This is an optimization exercise on Yosys and OpenROAD, whose aim is small area, a short achievable clock period and few clock cycles, not a production implementation. Where RTL was checked, it was by simulation tests only, not by an equivalence proof against the original. Power is estimated from default activity; no workload was simulated.

==> inputs of run a <==
## axi_xbar
module axi_xbar (
    input  logic        axi_clk,
    input  logic        reset,
    input  logic [11:0] m_ar_id,
    input  logic [95:0] m_ar_addr,
    input  logic [23:0] m_ar_len,
    input  logic [8:0]  m_ar_size,
    input  logic [5:0]  m_ar_burst,
    input  logic [2:0]  m_arvalid,
    output logic [2:0]  m_arready,
    output logic [11:0] m_r_id,
    output logic [95:0] m_r_data,
    output logic [5:0]  m_r_resp,
    output logic [2:0]  m_r_last,
    output logic [2:0]  m_rvalid,
    input  logic [2:0]  m_rready,
    output logic [17:0] s_ar_id,
    output logic [95:0] s_ar_addr,
    output logic [23:0] s_ar_len,
    output logic [8:0]  s_ar_size,
    output logic [5:0]  s_ar_burst,
    output logic [2:0]  s_arvalid,
    input  logic [2:0]  s_arready,
    input  logic [17:0] s_r_id,
    input  logic [95:0] s_r_data,
    input  logic [5:0]  s_r_resp,
    input  logic [2:0]  s_r_last,
    input  logic [2:0]  s_rvalid,
    output logic [2:0]  s_rready
);
==> module axi_xbar, before the edit <==
module axi_xbar (
    input  logic        axi_clk,
    input  logic        reset,
    input  logic [11:0] m_ar_id,
    input  logic [95:0] m_ar_addr,
    input  logic [23:0] m_ar_len,
    input  logic [8:0]  m_ar_size,
    input  logic [5:0]  m_ar_burst,
    input  logic [2:0]  m_arvalid,
    output logic [2:0]  m_arready,
    output logic [11:0] m_r_id,
    output logic [95:0] m_r_data,
    output logic [5:0]  m_r_resp,
    output logic [2:0]  m_r_last,
    output logic [2:0]  m_rvalid,
    input  logic [2:0]  m_rready,
    output logic [17:0] s_ar_id,
    output logic [95:0] s_ar_addr,
    output logic [23:0] s_ar_len,
    output logic [8:0]  s_ar_size,
    output logic [5:0]  s_ar_burst,
    output logic [2:0]  s_arvalid,
    input  logic [2:0]  s_arready,
    input  logic [17:0] s_r_id,
    input  logic [95:0] s_r_data,
    input  logic [5:0]  s_r_resp,
    input  logic [2:0]  s_r_last,
    input  logic [2:0]  s_rvalid,
    output logic [2:0]  s_rready
);
    logic [2:0][2:0] ar_gnt;     
    logic [2:0][2:0] r_gnt;      
    logic [2:0][2:0] ar_req;     
    logic [2:0][2:0] r_hit;      
    logic [2:0]      ar_hs, r_hs, r_done;
    always_comb begin
        for (int s = 0; s < 3; s++)
            for (int m = 0; m < 3; m++) begin
                ar_req[s][m] = m_arvalid[m] && (m_ar_addr[32*m + 28 +: 2] == 2'(s));
                r_hit[m][s]  = s_rvalid[s] && (s_r_id[6*s + 4 +: 2] == 2'(m));
            end
    end
    for (genvar s = 0; s < 3; s++) begin : g_slave
        assign s_arvalid[s] = |ar_gnt[s];
        assign ar_hs[s] = s_arvalid[s] && s_arready[s];
        rr_reg u_arb (
            .axi_clk (axi_clk),
            .reset   (reset),
            .req     (ar_req[s]),
            .done    (ar_hs[s]),
            .hold    (!s_arready[s]),
            .gnt_q   (ar_gnt[s])
        );
        always_comb begin
            s_ar_id[6*s +: 6]     = '0;
            s_ar_addr[32*s +: 32] = '0;
            s_ar_len[8*s +: 8]    = '0;
            s_ar_size[3*s +: 3]   = '0;
            s_ar_burst[2*s +: 2]  = '0;
            for (int m = 0; m < 3; m++) begin
                if (ar_gnt[s][m]) begin
                    s_ar_id[6*s +: 6]     = s_ar_id[6*s +: 6] | {2'(m), m_ar_id[4*m +: 4]};
                    s_ar_addr[32*s +: 32] = s_ar_addr[32*s +: 32] | m_ar_addr[32*m +: 32];
                    s_ar_len[8*s +: 8]    = s_ar_len[8*s +: 8] | m_ar_len[8*m +: 8];
                    s_ar_size[3*s +: 3]   = s_ar_size[3*s +: 3] | m_ar_size[3*m +: 3];
                    s_ar_burst[2*s +: 2]  = s_ar_burst[2*s +: 2] | m_ar_burst[2*m +: 2];
                end
            end
        end
    end
    for (genvar m = 0; m < 3; m++) begin : g_master
        assign m_rvalid[m] = |(r_gnt[m] & s_rvalid);
        assign r_hs[m]  = m_rvalid[m] && m_rready[m];
        rr_reg u_arb (
            .axi_clk (axi_clk),
            .reset   (reset),
            .req     (r_hit[m]),
            .done    (r_hs[m] && m_r_last[m]),
            .hold    (1'b0),
            .gnt_q   (r_gnt[m])
        );
        always_comb begin
            m_r_id[4*m +: 4]     = '0;
            m_r_data[32*m +: 32] = '0;
            m_r_resp[2*m +: 2]   = '0;
            m_r_last[m]          = 1'b0;
            for (int s = 0; s < 3; s++) begin
                if (r_gnt[m][s]) begin
                    m_r_id[4*m +: 4]     = m_r_id[4*m +: 4] | s_r_id[6*s +: 4];
                    m_r_data[32*m +: 32] = m_r_data[32*m +: 32] | s_r_data[32*s +: 32];
                    m_r_resp[2*m +: 2]   = m_r_resp[2*m +: 2] | s_r_resp[2*s +: 2];
                    m_r_last[m]          = m_r_last[m] | s_r_last[s];
                end
            end
        end
    end
    always_comb begin
        for (int m = 0; m < 3; m++) begin
            m_arready[m] = 1'b0;
            for (int s = 0; s < 3; s++)
                m_arready[m] = m_arready[m] | (ar_gnt[s][m] && s_arready[s]);
        end
        for (int s = 0; s < 3; s++) begin
            s_rready[s] = 1'b0;
            for (int m = 0; m < 3; m++)
                s_rready[s] = s_rready[s] | (r_gnt[m][s] && m_rready[m]);
        end
    end
endmodule
export LEC_CHECK = 0
export CAP_MARGIN = 20
export CORE_AREA = 3 3 197 197
export DIE_AREA = 0 0 200 200
export SETUP_SLACK_MARGIN = 3.0
export SLEW_MARGIN = 20
create_clock -name core_clock -period 7.5 [get_ports {axi_clk}]
standard.sh (not shown) runs the stock make flow with config.mk's settings and CLKGATE_MAP_FILE= SYNTH_SCRIPT=/design/flow/synth_recipe.tcl, a recipe that flattens the netlist after the stock synthesis.
==> flow/flow/run.sh <==
#!/bin/bash
cp standard.sh standard_sh_copy.log
export BUFFER_PORTS_ARGS="-buffer_cell sky130_fd_sc_hd__buf_1"
export PRE_IO_PLACEMENT_TCL=$PWD/flow/io.tcl
bash standard.sh > standard.log 2>&1
Other scripts of this flow, unchanged in this note and not shown: flow/flow/io.tcl
==> inputs of run b, as changes to run a <==
--- a/flow/design.v
+++ b/flow/design.v
@@ -72,5 +72,5 @@
     for (genvar m = 0; m < 3; m++) begin : g_master
-        assign m_rvalid[m] = |(r_gnt[m] & s_rvalid);
+        assign m_rvalid[m] = |r_hit[m];
         assign r_hs[m]  = m_rvalid[m] && m_rready[m];
-        rr_reg u_arb (
+        rr_arb u_arb (
             .axi_clk (axi_clk),
@@ -78,5 +78,5 @@
             .req     (r_hit[m]),
-            .done    (r_hs[m] && m_r_last[m]),
-            .hold    (1'b0),
-            .gnt_q   (r_gnt[m])
+            .ready   (m_rready[m]),
+            .last    (m_r_last[m]),
+            .gnt     (r_gnt[m])
         );
@@ -138 +138,24 @@
 endmodule
+module rr_arb (
+    input  logic       axi_clk,
+    input  logic       reset,
+    input  logic [2:0] req,
+    input  logic       ready,
+    input  logic       last,
+    output logic [2:0] gnt
+);
+    logic [2:0] pri_q;       
+    always_comb begin
+        case (1'b1)
+            pri_q[0]: gnt = req[0] ? 3'b001 : req[1] ? 3'b010 : req[2] ? 3'b100 : 3'b000;
+            pri_q[1]: gnt = req[1] ? 3'b010 : req[2] ? 3'b100 : req[0] ? 3'b001 : 3'b000;
+            default:  gnt = req[2] ? 3'b100 : req[0] ? 3'b001 : req[1] ? 3'b010 : 3'b000;
+        endcase
+    end
+    always_ff @(posedge axi_clk) begin
+        if (reset)
+            pri_q <= 3'b001;
+        else if (gnt != '0)
+            pri_q <= (ready && last) ? {gnt[1:0], gnt[2]} : gnt;
+    end
+endmodule
==> qor summary <==
quantity                                                                                run b                      run a
Post-synthesis compound-gate area fraction                                              54.1%                      53.4%
Register area share after synthesis                                                     7.42%                      10.2%
Outcome                                                                        did not finish             did not finish
Last stage reached                                                          I/O pin placement          I/O pin placement
Effective utilization at floorplan                                                      15.4%                      15.9%
Share of synthesized area spent on multiplexers                                        0.177%                     0.170%
Flop and latch count out of synthesis                                                      21                         30
Cell count after synthesis                                                                832                        877
Unique cell type count in the Yosys netlist                                                52                         41
Number of flops mapped to enable cells by yosys                                             0                          0
Cell taking the most area after synthesis                           sky130_fd_sc_hd__a222oi_1  sky130_fd_sc_hd__a222oi_1
Synthesized-area fraction occupied by adder cells                                          0%                         0%
Summed instance area of the synthesized netlist                                   0.00567 mm²                0.00588 mm²
Fraction of synthesis flops using an asynchronous set or reset pin                         0%                         0%
XOR/XNOR share of the synthesized area                                                     0%                         0%
Total number of yosys warnings                                                              3                          2
Top flip-flop cell by instance count after synthesis                 sky130_fd_sc_hd__dfxtp_1   sky130_fd_sc_hd__dfxtp_1
Syn_area_per_cell                                                                    6.81 µm²                   6.70 µm²
Cell row count                                                                             70                         70
Post-synthesis net count                                                                 1116                       1161
Die Span Y                                                                             200 µm                     200 µm
Most frequent cell after synthesis                                     sky130_fd_sc_hd__inv_1     sky130_fd_sc_hd__inv_1
Simple logic cell fraction of the synthesized area                                      10.8%                      10.8%
Share of the synthesized area in the top cell type                                      46.8%                      46.0%
Die width                                                                              200 µm                     200 µm
No run of this note included a check of the RTL's function; only the layout flow was run.


==> run B <==
Another version of the RTL of axi_xbar (not shown whole).
Design axi_xbar, start of the top module:
module axi_xbar (
    input  logic        axi_clk,
    input  logic        reset,
    input  logic [11:0] m_ar_id,
    input  logic [95:0] m_ar_addr,
    input  logic [23:0] m_ar_len,
    input  logic [8:0]  m_ar_size,
    input  logic [5:0]  m_ar_burst,
    input  logic [2:0]  m_arvalid,
    output logic [2:0]  m_arready,
    output logic [11:0] m_r_id,
    output logic [95:0] m_r_data,
    output logic [5:0]  m_r_resp,
    output logic [2:0]  m_r_last,
    output logic [2:0]  m_rvalid,
    input  logic [2:0]  m_rready,
    output logic [17:0] s_ar_id,
    output logic [95:0] s_ar_addr,
    output logic [23:0] s_ar_len,
    output logic [8:0]  s_ar_size,
    output logic [5:0]  s_ar_burst,
    output logic [2:0]  s_arvalid,
    input  logic [2:0]  s_arready,
    input  logic [17:0] s_r_id,
    input  logic [95:0] s_r_data,
    input  logic [5:0]  s_r_resp,
    input  logic [2:0]  s_r_last,
    input  logic [2:0]  s_rvalid,
    output logic [2:0]  s_rready
);
    logic [2:0][2:0] ar_req;     
    logic [2:0][2:0] ar_gnt;     
    logic [2:0][2:0] r_hit;      
    logic [2:0][2:0] r_sel;      
    logic [2:0]      r_free;     
    logic [2:0]      mid_q;      
    always_comb begin
        for (int s = 0; s < 3; s++)
            for (int m = 0; m < 3; m++) begin
                ar_req[s][m] = m_arvalid[m] && (m_ar_addr[32*m + 28 +: 2] == 2'(s));
                r_hit[m][s]  = s_rvalid[s] && (s_r_id[6*s + 4 +: 2] == 2'(m));
            end
    end
    for (genvar s = 0; s < 3; s++) begin : g_slave
        ar_arbiter u_arb (
            .axi_clk   (axi_clk),
            .reset     (reset),
            .req       (ar_req[s]),
            .s_arready (s_arready[s]),
            .gnt_q     (ar_gnt[s])
        );
        assign s_arvalid[s] = |ar_gnt[s];
        always_comb begin
            s_ar_id[6*s +: 6]     = '0;
            s_ar_addr[32*s +: 32] = '0;
            s_ar_len[8*s +: 8]    = '0;
            s_ar_size[3*s +: 3]   = '0;
            s_ar_burst[2*s +: 2]  = '0;
            for (int m = 0; m < 3; m++) begin
  ...
Settings: LEC_CHECK=0, ABC_AREA=1, CAP_MARGIN=20, CORE_AREA=3 3 147 147, DIE_AREA=0 0 150 150, PLACE_DENSITY=0.6, SETUP_SLACK_MARGIN=3.8, SLEW_MARGIN=20; clock period 7.5 ns.
==> flow/flow/run.sh <==
#!/bin/bash
cp standard.sh standard_sh_copy.log
export BUFFER_PORTS_ARGS="-buffer_cell sky130_fd_sc_hd__buf_1"
export PRE_IO_PLACEMENT_TCL=$PWD/flow/io.tcl
bash standard.sh 'IO_PLACER_V=met2 met4' finish > standard.log 2>&1
Other scripts of this flow, unchanged in this note and not shown: flow/flow/io.tcl
==> run E (differences from run B) <==
Settings changed: SETUP_SLACK_MARGIN 3.8 to 3.4.
==> impl_metrics.tcl <==
set metrics [dict create \
    crit_arrival_ps 2210 \
    outcome "no timing/DRC/antenna violations" \
    switching_share_pct 55.8 \
    multi_input_area_share_pct 54.6 \
    cts_resized 17 \
    grt_util_met2_pct 41.5 \
    switchingPower_uw 564 \
    clock_power_uw 120 \
    viasPerCell 5.78 \
    internal-power_uw 446 \
]
Source of the figures above: run B

==> impl_metrics.tcl <==
set metrics [dict create \
    outcome "no timing/DRC/antenna violations" \
    cts_resized 0 \
    switchingPower_uw 558 \
    viasPerCell 5.75 \
    internal-power_uw 436 \
    multi_input_area_share_pct 55.3 \
]
Source of the figures above: run E

Testbench counts of run B, summed over its fixed seeds: cycles 14,277.
Testbench counts of run E, summed over its fixed seeds: cycles 14,277.


==> job 8963 <==
Starting RTL as in the previous note.
export LEC_CHECK = 0
export ABC_AREA = 1
export CAP_MARGIN = 20
export CORE_AREA = 3 3 147 147
export DIE_AREA = 0 0 150 150
export PLACE_DENSITY = 0.6
export SETUP_SLACK_MARGIN = 3.6
export SLEW_MARGIN = 20
create_clock -name core_clock -period 7.5 [get_ports {axi_clk}]
==> flow/flow/io.tcl <==
set_io_pin_constraint -region top:* -group -order -pin_names {m_ar_id[0] m_ar_id[4] m_ar_id[8] s_ar_id[0] s_ar_id[6] s_ar_id[12] m_ar_id[1] m_ar_id[5] m_ar_id[9] s_ar_id[1] s_ar_id[7] s_ar_id[13] m_ar_id[2] m_ar_id[6] m_ar_id[10] s_ar_id[2] s_ar_id[8] s_ar_id[14] m_ar_id[3] m_ar_id[7] m_ar_id[11] s_ar_id[3] s_ar_id[9] s_ar_id[15] m_ar_addr[0] m_ar_addr[32] m_ar_addr[64] s_ar_addr[0] s_ar_addr[32] s_ar_addr[64] m_ar_addr[1] m_ar_addr[33] m_ar_addr[65] s_ar_addr[1] s_ar_addr[33] s_ar_addr[65] m_ar_addr[2] m_ar_addr[34] m_ar_addr[66] s_ar_addr[2] s_ar_addr[34] s_ar_addr[66] m_ar_addr[3] m_ar_addr[35] m_ar_addr[67] s_ar_addr[3] s_ar_addr[35] s_ar_addr[67] m_ar_addr[4] m_ar_addr[36] m_ar_addr[68] s_ar_addr[4] s_ar_addr[36] s_ar_addr[68] m_ar_addr[5] m_ar_addr[37] m_ar_addr[69] s_ar_addr[5] s_ar_addr[37] s_ar_addr[69] m_ar_addr[6] m_ar_addr[38] m_ar_addr[70] s_ar_addr[6] s_ar_addr[38] s_ar_addr[70] m_ar_addr[7] m_ar_addr[39] m_ar_addr[71] s_ar_addr[7] s_ar_addr[39] s_ar_addr[71] m_ar_addr[8] m_ar_addr[40] m_ar_addr[72] s_ar_addr[8] s_ar_addr[40] s_ar_addr[72] m_ar_addr[9] m_ar_addr[41] m_ar_addr[73] s_ar_addr[9] s_ar_addr[41] s_ar_addr[73] m_ar_addr[10] m_ar_addr[42] m_ar_addr[74] s_ar_addr[10] s_ar_addr[42] s_ar_addr[74] m_ar_addr[11] m_ar_addr[43] m_ar_addr[75] s_ar_addr[11] s_ar_addr[43] s_ar_addr[75] m_ar_addr[12] m_ar_addr[44] m_ar_addr[76] s_ar_addr[12] s_ar_addr[44] s_ar_addr[76] m_ar_addr[13] m_ar_addr[45] m_ar_addr[77] s_ar_addr[13] s_ar_addr[45] s_ar_addr[77] m_ar_addr[14] m_ar_addr[46] m_ar_addr[78] s_ar_addr[14] s_ar_addr[46] s_ar_addr[78] m_ar_addr[15] m_ar_addr[47] m_ar_addr[79] s_ar_addr[15] s_ar_addr[47] s_ar_addr[79] m_ar_addr[16] m_ar_addr[48] m_ar_addr[80] s_ar_addr[16] s_ar_addr[48] s_ar_addr[80] m_ar_addr[17] m_ar_addr[49] m_ar_addr[81] s_ar_addr[17] s_ar_addr[49] s_ar_addr[81] m_ar_addr[18] m_ar_addr[50] m_ar_addr[82] s_ar_addr[18] s_ar_addr[50] s_ar_addr[82] m_ar_addr[19] m_ar_addr[51] m_ar_addr[83] s_ar_addr[19] s_ar_addr[51] s_ar_addr[83] m_ar_addr[20] m_ar_addr[52] m_ar_addr[84] s_ar_addr[20] s_ar_addr[52] s_ar_addr[84] m_ar_addr[21] m_ar_addr[53] m_ar_addr[85] s_ar_addr[21] s_ar_addr[53] s_ar_addr[85] m_ar_addr[22] m_ar_addr[54] m_ar_addr[86] s_ar_addr[22] s_ar_addr[54] s_ar_addr[86] m_ar_addr[23] m_ar_addr[55] m_ar_addr[87] s_ar_addr[23] s_ar_addr[55] s_ar_addr[87] m_ar_addr[24] m_ar_addr[56] m_ar_addr[88] s_ar_addr[24] s_ar_addr[56] s_ar_addr[88] m_ar_addr[25] m_ar_addr[57] m_ar_addr[89] s_ar_addr[25] s_ar_addr[57] s_ar_addr[89] m_ar_addr[26] m_ar_addr[58] m_ar_addr[90] s_ar_addr[26] s_ar_addr[58] s_ar_addr[90] m_ar_addr[27] m_ar_addr[59] m_ar_addr[91] s_ar_addr[27] s_ar_addr[59] s_ar_addr[91] m_ar_addr[28] m_ar_addr[60] m_ar_addr[92] s_ar_addr[28] s_ar_addr[60] s_ar_addr[92] m_ar_addr[29] m_ar_addr[61] m_ar_addr[93] s_ar_addr[29] s_ar_addr[61] s_ar_addr[93] m_ar_addr[30] m_ar_addr[62] m_ar_addr[94] s_ar_addr[30] s_ar_addr[62] s_ar_addr[94]}
set_io_pin_constraint -region right:* -group -order -pin_names {m_ar_addr[31] m_ar_addr[63] m_ar_addr[95] s_ar_addr[31] s_ar_addr[63] s_ar_addr[95] m_ar_len[0] m_ar_len[8] m_ar_len[16] s_ar_len[0] s_ar_len[8] s_ar_len[16] m_ar_len[1] m_ar_len[9] m_ar_len[17] s_ar_len[1] s_ar_len[9] s_ar_len[17] m_ar_len[2] m_ar_len[10] m_ar_len[18] s_ar_len[2] s_ar_len[10] s_ar_len[18] m_ar_len[3] m_ar_len[11] m_ar_len[19] s_ar_len[3] s_ar_len[11] s_ar_len[19] m_ar_len[4] m_ar_len[12] m_ar_len[20] s_ar_len[4] s_ar_len[12] s_ar_len[20] m_ar_len[5] m_ar_len[13] m_ar_len[21] s_ar_len[5] s_ar_len[13] s_ar_len[21] m_ar_len[6] m_ar_len[14] m_ar_len[22] s_ar_len[6] s_ar_len[14] s_ar_len[22] m_ar_len[7] m_ar_len[15] m_ar_len[23] s_ar_len[7] s_ar_len[15] s_ar_len[23] m_ar_size[0] m_ar_size[3] m_ar_size[6] s_ar_size[0] s_ar_size[3] s_ar_size[6] m_ar_size[1] m_ar_size[4] m_ar_size[7] s_ar_size[1] s_ar_size[4] s_ar_size[7] m_ar_size[2] m_ar_size[5] m_ar_size[8] s_ar_size[2] s_ar_size[5] s_ar_size[8] m_ar_burst[0] m_ar_burst[2] m_ar_burst[4] s_ar_burst[0] s_ar_burst[2] s_ar_burst[4] m_ar_burst[1] m_ar_burst[3] m_ar_burst[5] s_ar_burst[1] s_ar_burst[3] s_ar_burst[5] s_ar_id[4] s_ar_id[5] s_ar_id[10] s_ar_id[11] s_ar_id[16] s_ar_id[17]}
set_io_pin_constraint -region bottom:* -group -order -pin_names {s_r_id[0] s_r_id[6] s_r_id[12] m_r_id[0] m_r_id[4] m_r_id[8] s_r_id[1] s_r_id[7] s_r_id[13] m_r_id[1] m_r_id[5] m_r_id[9] s_r_id[2] s_r_id[8] s_r_id[14] m_r_id[2] m_r_id[6] m_r_id[10] s_r_id[3] s_r_id[9] s_r_id[15] m_r_id[3] m_r_id[7] m_r_id[11] s_r_data[0] s_r_data[32] s_r_data[64] m_r_data[0] m_r_data[32] m_r_data[64] s_r_data[1] s_r_data[33] s_r_data[65] m_r_data[1] m_r_data[33] m_r_data[65] s_r_data[2] s_r_data[34] s_r_data[66] m_r_data[2] m_r_data[34] m_r_data[66] s_r_data[3] s_r_data[35] s_r_data[67] m_r_data[3] m_r_data[35] m_r_data[67] s_r_data[4] s_r_data[36] s_r_data[68] m_r_data[4] m_r_data[36] m_r_data[68] s_r_data[5] s_r_data[37] s_r_data[69] m_r_data[5] m_r_data[37] m_r_data[69] s_r_data[6] s_r_data[38] s_r_data[70] m_r_data[6] m_r_data[38] m_r_data[70] s_r_data[7] s_r_data[39] s_r_data[71] m_r_data[7] m_r_data[39] m_r_data[71] s_r_data[8] s_r_data[40] s_r_data[72] m_r_data[8] m_r_data[40] m_r_data[72] s_r_data[9] s_r_data[41] s_r_data[73] m_r_data[9] m_r_data[41] m_r_data[73] s_r_data[10] s_r_data[42] s_r_data[74] m_r_data[10] m_r_data[42] m_r_data[74] s_r_data[11] s_r_data[43] s_r_data[75] m_r_data[11] m_r_data[43] m_r_data[75] s_r_data[12] s_r_data[44] s_r_data[76] m_r_data[12] m_r_data[44] m_r_data[76] s_r_data[13] s_r_data[45] s_r_data[77] m_r_data[13] m_r_data[45] m_r_data[77] s_r_data[14] s_r_data[46] s_r_data[78] m_r_data[14] m_r_data[46] m_r_data[78] s_r_data[15] s_r_data[47] s_r_data[79] m_r_data[15] m_r_data[47] m_r_data[79] s_r_data[16] s_r_data[48] s_r_data[80] m_r_data[16] m_r_data[48] m_r_data[80] s_r_data[17] s_r_data[49] s_r_data[81] m_r_data[17] m_r_data[49] m_r_data[81] s_r_data[18] s_r_data[50] s_r_data[82] m_r_data[18] m_r_data[50] m_r_data[82] s_r_data[19] s_r_data[51] s_r_data[83] m_r_data[19] m_r_data[51] m_r_data[83] s_r_data[20] s_r_data[52] s_r_data[84] m_r_data[20] m_r_data[52] m_r_data[84] s_r_data[21] s_r_data[53] s_r_data[85] m_r_data[21] m_r_data[53] m_r_data[85] s_r_data[22] s_r_data[54] s_r_data[86] m_r_data[22] m_r_data[54] m_r_data[86] s_r_data[23] s_r_data[55] s_r_data[87] m_r_data[23] m_r_data[55] m_r_data[87] s_r_data[24] s_r_data[56] s_r_data[88] m_r_data[24] m_r_data[56] m_r_data[88] s_r_data[25] s_r_data[57] s_r_data[89] m_r_data[25] m_r_data[57] m_r_data[89] s_r_data[26] s_r_data[58] s_r_data[90] m_r_data[26] m_r_data[58] m_r_data[90] s_r_data[27] s_r_data[59] s_r_data[91] m_r_data[27] m_r_data[59] m_r_data[91] s_r_data[28] s_r_data[60] s_r_data[92] m_r_data[28] m_r_data[60] m_r_data[92] s_r_data[29] s_r_data[61] s_r_data[93] m_r_data[29] m_r_data[61] m_r_data[93] s_r_data[30] s_r_data[62] s_r_data[94] m_r_data[30] m_r_data[62] m_r_data[94]}
set_io_pin_constraint -region left:* -group -order -pin_names {s_r_data[31] s_r_data[63] s_r_data[95] m_r_data[31] m_r_data[63] m_r_data[95] s_r_resp[0] s_r_resp[2] s_r_resp[4] m_r_resp[0] m_r_resp[2] m_r_resp[4] s_r_resp[1] s_r_resp[3] s_r_resp[5] m_r_resp[1] m_r_resp[3] m_r_resp[5] s_r_last[0] s_r_last[1] s_r_last[2] m_r_last[0] m_r_last[1] m_r_last[2] s_r_id[4] s_r_id[5] s_r_id[10] s_r_id[11] s_r_id[16] s_r_id[17] m_arvalid[0] m_arvalid[1] m_arvalid[2] m_arready[0] m_arready[1] m_arready[2] s_arvalid[0] s_arvalid[1] s_arvalid[2] s_arready[0] s_arready[1] s_arready[2] m_rvalid[0] m_rvalid[1] m_rvalid[2] m_rready[0] m_rready[1] m_rready[2] s_rvalid[0] s_rvalid[1] s_rvalid[2] s_rready[0] s_rready[1] s_rready[2] reset axi_clk}
Scripts as last shown in full above: flow/flow/run.sh
==> job 7412 (differences from job 8963) <==
--- a/flow/flow/io.tcl
+++ b/flow/flow/io.tcl
@@ -2,3 +2,3 @@
 set_io_pin_constraint -region right:* -group -order -pin_names {m_ar_addr[31] m_ar_addr[63] m_ar_addr[95] s_ar_addr[31] s_ar_addr[63] s_ar_addr[95] m_ar_len[0] m_ar_len[8] m_ar_len[16] s_ar_len[0] s_ar_len[8] s_ar_len[16] m_ar_len[1] m_ar_len[9] m_ar_len[17] s_ar_len[1] s_ar_len[9] s_ar_len[17] m_ar_len[2] m_ar_len[10] m_ar_len[18] s_ar_len[2] s_ar_len[10] s_ar_len[18] m_ar_len[3] m_ar_len[11] m_ar_len[19] s_ar_len[3] s_ar_len[11] s_ar_len[19] m_ar_len[4] m_ar_len[12] m_ar_len[20] s_ar_len[4] s_ar_len[12] s_ar_len[20] m_ar_len[5] m_ar_len[13] m_ar_len[21] s_ar_len[5] s_ar_len[13] s_ar_len[21] m_ar_len[6] m_ar_len[14] m_ar_len[22] s_ar_len[6] s_ar_len[14] s_ar_len[22] m_ar_len[7] m_ar_len[15] m_ar_len[23] s_ar_len[7] s_ar_len[15] s_ar_len[23] m_ar_size[0] m_ar_size[3] m_ar_size[6] s_ar_size[0] s_ar_size[3] s_ar_size[6] m_ar_size[1] m_ar_size[4] m_ar_size[7] s_ar_size[1] s_ar_size[4] s_ar_size[7] m_ar_size[2] m_ar_size[5] m_ar_size[8] s_ar_size[2] s_ar_size[5] s_ar_size[8] m_ar_burst[0] m_ar_burst[2] m_ar_burst[4] s_ar_burst[0] s_ar_burst[2] s_ar_burst[4] m_ar_burst[1] m_ar_burst[3] m_ar_burst[5] s_ar_burst[1] s_ar_burst[3] s_ar_burst[5] s_ar_id[4] s_ar_id[5] s_ar_id[10] s_ar_id[11] s_ar_id[16] s_ar_id[17]}
 set_io_pin_constraint -region bottom:* -group -order -pin_names {s_r_id[0] s_r_id[6] s_r_id[12] m_r_id[0] m_r_id[4] m_r_id[8] s_r_id[1] s_r_id[7] s_r_id[13] m_r_id[1] m_r_id[5] m_r_id[9] s_r_id[2] s_r_id[8] s_r_id[14] m_r_id[2] m_r_id[6] m_r_id[10] s_r_id[3] s_r_id[9] s_r_id[15] m_r_id[3] m_r_id[7] m_r_id[11] s_r_data[0] s_r_data[32] s_r_data[64] m_r_data[0] m_r_data[32] m_r_data[64] s_r_data[1] s_r_data[33] s_r_data[65] m_r_data[1] m_r_data[33] m_r_data[65] s_r_data[2] s_r_data[34] s_r_data[66] m_r_data[2] m_r_data[34] m_r_data[66] s_r_data[3] s_r_data[35] s_r_data[67] m_r_data[3] m_r_data[35] m_r_data[67] s_r_data[4] s_r_data[36] s_r_data[68] m_r_data[4] m_r_data[36] m_r_data[68] s_r_data[5] s_r_data[37] s_r_data[69] m_r_data[5] m_r_data[37] m_r_data[69] s_r_data[6] s_r_data[38] s_r_data[70] m_r_data[6] m_r_data[38] m_r_data[70] s_r_data[7] s_r_data[39] s_r_data[71] m_r_data[7] m_r_data[39] m_r_data[71] s_r_data[8] s_r_data[40] s_r_data[72] m_r_data[8] m_r_data[40] m_r_data[72] s_r_data[9] s_r_data[41] s_r_data[73] m_r_data[9] m_r_data[41] m_r_data[73] s_r_data[10] s_r_data[42] s_r_data[74] m_r_data[10] m_r_data[42] m_r_data[74] s_r_data[11] s_r_data[43] s_r_data[75] m_r_data[11] m_r_data[43] m_r_data[75] s_r_data[12] s_r_data[44] s_r_data[76] m_r_data[12] m_r_data[44] m_r_data[76] s_r_data[13] s_r_data[45] s_r_data[77] m_r_data[13] m_r_data[45] m_r_data[77] s_r_data[14] s_r_data[46] s_r_data[78] m_r_data[14] m_r_data[46] m_r_data[78] s_r_data[15] s_r_data[47] s_r_data[79] m_r_data[15] m_r_data[47] m_r_data[79] s_r_data[16] s_r_data[48] s_r_data[80] m_r_data[16] m_r_data[48] m_r_data[80] s_r_data[17] s_r_data[49] s_r_data[81] m_r_data[17] m_r_data[49] m_r_data[81] s_r_data[18] s_r_data[50] s_r_data[82] m_r_data[18] m_r_data[50] m_r_data[82] s_r_data[19] s_r_data[51] s_r_data[83] m_r_data[19] m_r_data[51] m_r_data[83] s_r_data[20] s_r_data[52] s_r_data[84] m_r_data[20] m_r_data[52] m_r_data[84] s_r_data[21] s_r_data[53] s_r_data[85] m_r_data[21] m_r_data[53] m_r_data[85] s_r_data[22] s_r_data[54] s_r_data[86] m_r_data[22] m_r_data[54] m_r_data[86] s_r_data[23] s_r_data[55] s_r_data[87] m_r_data[23] m_r_data[55] m_r_data[87] s_r_data[24] s_r_data[56] s_r_data[88] m_r_data[24] m_r_data[56] m_r_data[88] s_r_data[25] s_r_data[57] s_r_data[89] m_r_data[25] m_r_data[57] m_r_data[89] s_r_data[26] s_r_data[58] s_r_data[90] m_r_data[26] m_r_data[58] m_r_data[90] s_r_data[27] s_r_data[59] s_r_data[91] m_r_data[27] m_r_data[59] m_r_data[91] s_r_data[28] s_r_data[60] s_r_data[92] m_r_data[28] m_r_data[60] m_r_data[92] s_r_data[29] s_r_data[61] s_r_data[93] m_r_data[29] m_r_data[61] m_r_data[93] s_r_data[30] s_r_data[62] s_r_data[94] m_r_data[30] m_r_data[62] m_r_data[94]}
-set_io_pin_constraint -region left:* -group -order -pin_names {s_r_data[31] s_r_data[63] s_r_data[95] m_r_data[31] m_r_data[63] m_r_data[95] s_r_resp[0] s_r_resp[2] s_r_resp[4] m_r_resp[0] m_r_resp[2] m_r_resp[4] s_r_resp[1] s_r_resp[3] s_r_resp[5] m_r_resp[1] m_r_resp[3] m_r_resp[5] s_r_last[0] s_r_last[1] s_r_last[2] m_r_last[0] m_r_last[1] m_r_last[2] s_r_id[4] s_r_id[5] s_r_id[10] s_r_id[11] s_r_id[16] s_r_id[17] m_arvalid[0] m_arvalid[1] m_arvalid[2] m_arready[0] m_arready[1] m_arready[2] s_arvalid[0] s_arvalid[1] s_arvalid[2] s_arready[0] s_arready[1] s_arready[2] m_rvalid[0] m_rvalid[1] m_rvalid[2] m_rready[0] m_rready[1] m_rready[2] s_rvalid[0] s_rvalid[1] s_rvalid[2] s_rready[0] s_rready[1] s_rready[2] reset axi_clk}
+set_io_pin_constraint -region left:* -group -order -pin_names {s_r_data[31] s_r_data[63] s_r_data[95] m_r_data[31] m_r_data[63] m_r_data[95] s_r_resp[0] s_r_resp[2] s_r_resp[4] m_r_resp[0] m_r_resp[2] m_r_resp[4] s_r_resp[1] s_r_resp[3] s_r_resp[5] m_r_resp[1] m_r_resp[3] m_r_resp[5] s_r_last[0] s_r_last[1] s_r_last[2] m_r_last[0] m_r_last[1] m_r_last[2]}
==> summary.txt <==
- In job 7412 the via count is larger than in job 8963, by about 0.7%.
- In sequential share of layout area, job 8963 and job 7412 hardly differ.
- Against job 7412, the non-clock buffer count of job 8963 is higher by 1.
- Clock skew is about the same in job 8963 and job 7412.
- In job 8963 the sequential power is lower than in job 7412, by about 20%.
- Utilization: job 7412 is higher than job 8963 (0.14 points).
- In flip-flop and latch count, job 7412 and job 8963 do not differ.
- In job 8963 the wire length is lower than in job 7412, by about 6%.
- Of job 8963 and job 7412, job 8963 has the higher clock power (gap about 6%, measured against job 7412).
==> figures <==
| metric | job 8963 | job 7412 |
|---|---|---|
| Run status | no timing/DRC/antenna violations | no timing/DRC/antenna violations |
| Number of cells on the worst reg-to-reg path | 10 | 9 |
| Minimum clock period | 3790 ps | 3860 ps |
| Number of buffers inserted by post-CTS setup repair | 0 | 1 |
| Fraction of area in multi-input gates | 0.552 | 0.552 |
| Routed Wire Length | 32.0 mm | 34.1 mm |
| Reg-to-reg startpoint | g_master[1].u_arb.sel_q[1] | g_master[2].u_arb.sel_q[1] |
| Worst slack at placement | 3530 ps | 3480 ps |
| Largest stage delay, worst path | 300 ps | 270 ps |
| Number of buffer and inverter instances along the worst setup path | 2 | 3 |
| Arrival time worst endpoint | 2290 ps | 2360 ps |
| Cell depth of the worst setup path | 4 | 5 |
| Post-cts resize count | 3 | 5 |
| Clock latency on the worst-skew pair | 260 ps | 250 ps |
| R2R Setup Slk | 5360 ps | 4820 ps |
| Worst supply voltage drop on vdd | 0.0767 mV | 0.0697 mV |
| Avg WL per Cell | 18.0 um | 19.2 um |
| Routed met1 length | 11.9 mm | 12.5 mm |
| Flip-flop and latch power | 152 uW | 193 uW |
| Sw Share | 0.562 | 0.563 |
Testbench counts of job 8963, summed over its fixed seeds: cycles 14,277.
Testbench counts of job 7412, summed over its fixed seeds: cycles 14,277.

-- re-timing with driven ports --
How much do the figures lean on ideal ports? The routed layouts below were timed once more, with nothing changed but the port constraints. Step 1: set_driving_cell puts a clkbuf_16 on axi_clk and a buf_2 on each other input, an assumption about the parent block. Step 2 adds t to the input delays and takes it off the output delays; t is the mean of the earliest and latest rising clock arrival at the registers after step 1. Input paths then give back, and output paths get back, about the clock's delay inside the block. a / b / c = no drivers / after step 1 / after step 2; a / b = the first two.
run	shift t [ns]	setup WS [ns]	worst hold slack (ns)
run B of note 2	0.304	3.789 / 3.757 / 3.757	0.493 / 0.493 / 0.493
run E of note 2	0.302	3.550 / 3.510 / 3.510	0.498 / 0.498 / 0.498
job 8963	0.303	3.711 / 3.600 / 3.600	0.496 / 0.496 / 0.496
job 7412	0.292	3.643 / 3.610 / 3.610	0.468 / 0.468 / 0.468
After both steps setup and hold are still met in every run listed. For job 8963, which loses most, drivers alone change the setup slack by -0.111 ns; drivers and shift together by -0.111 ns.
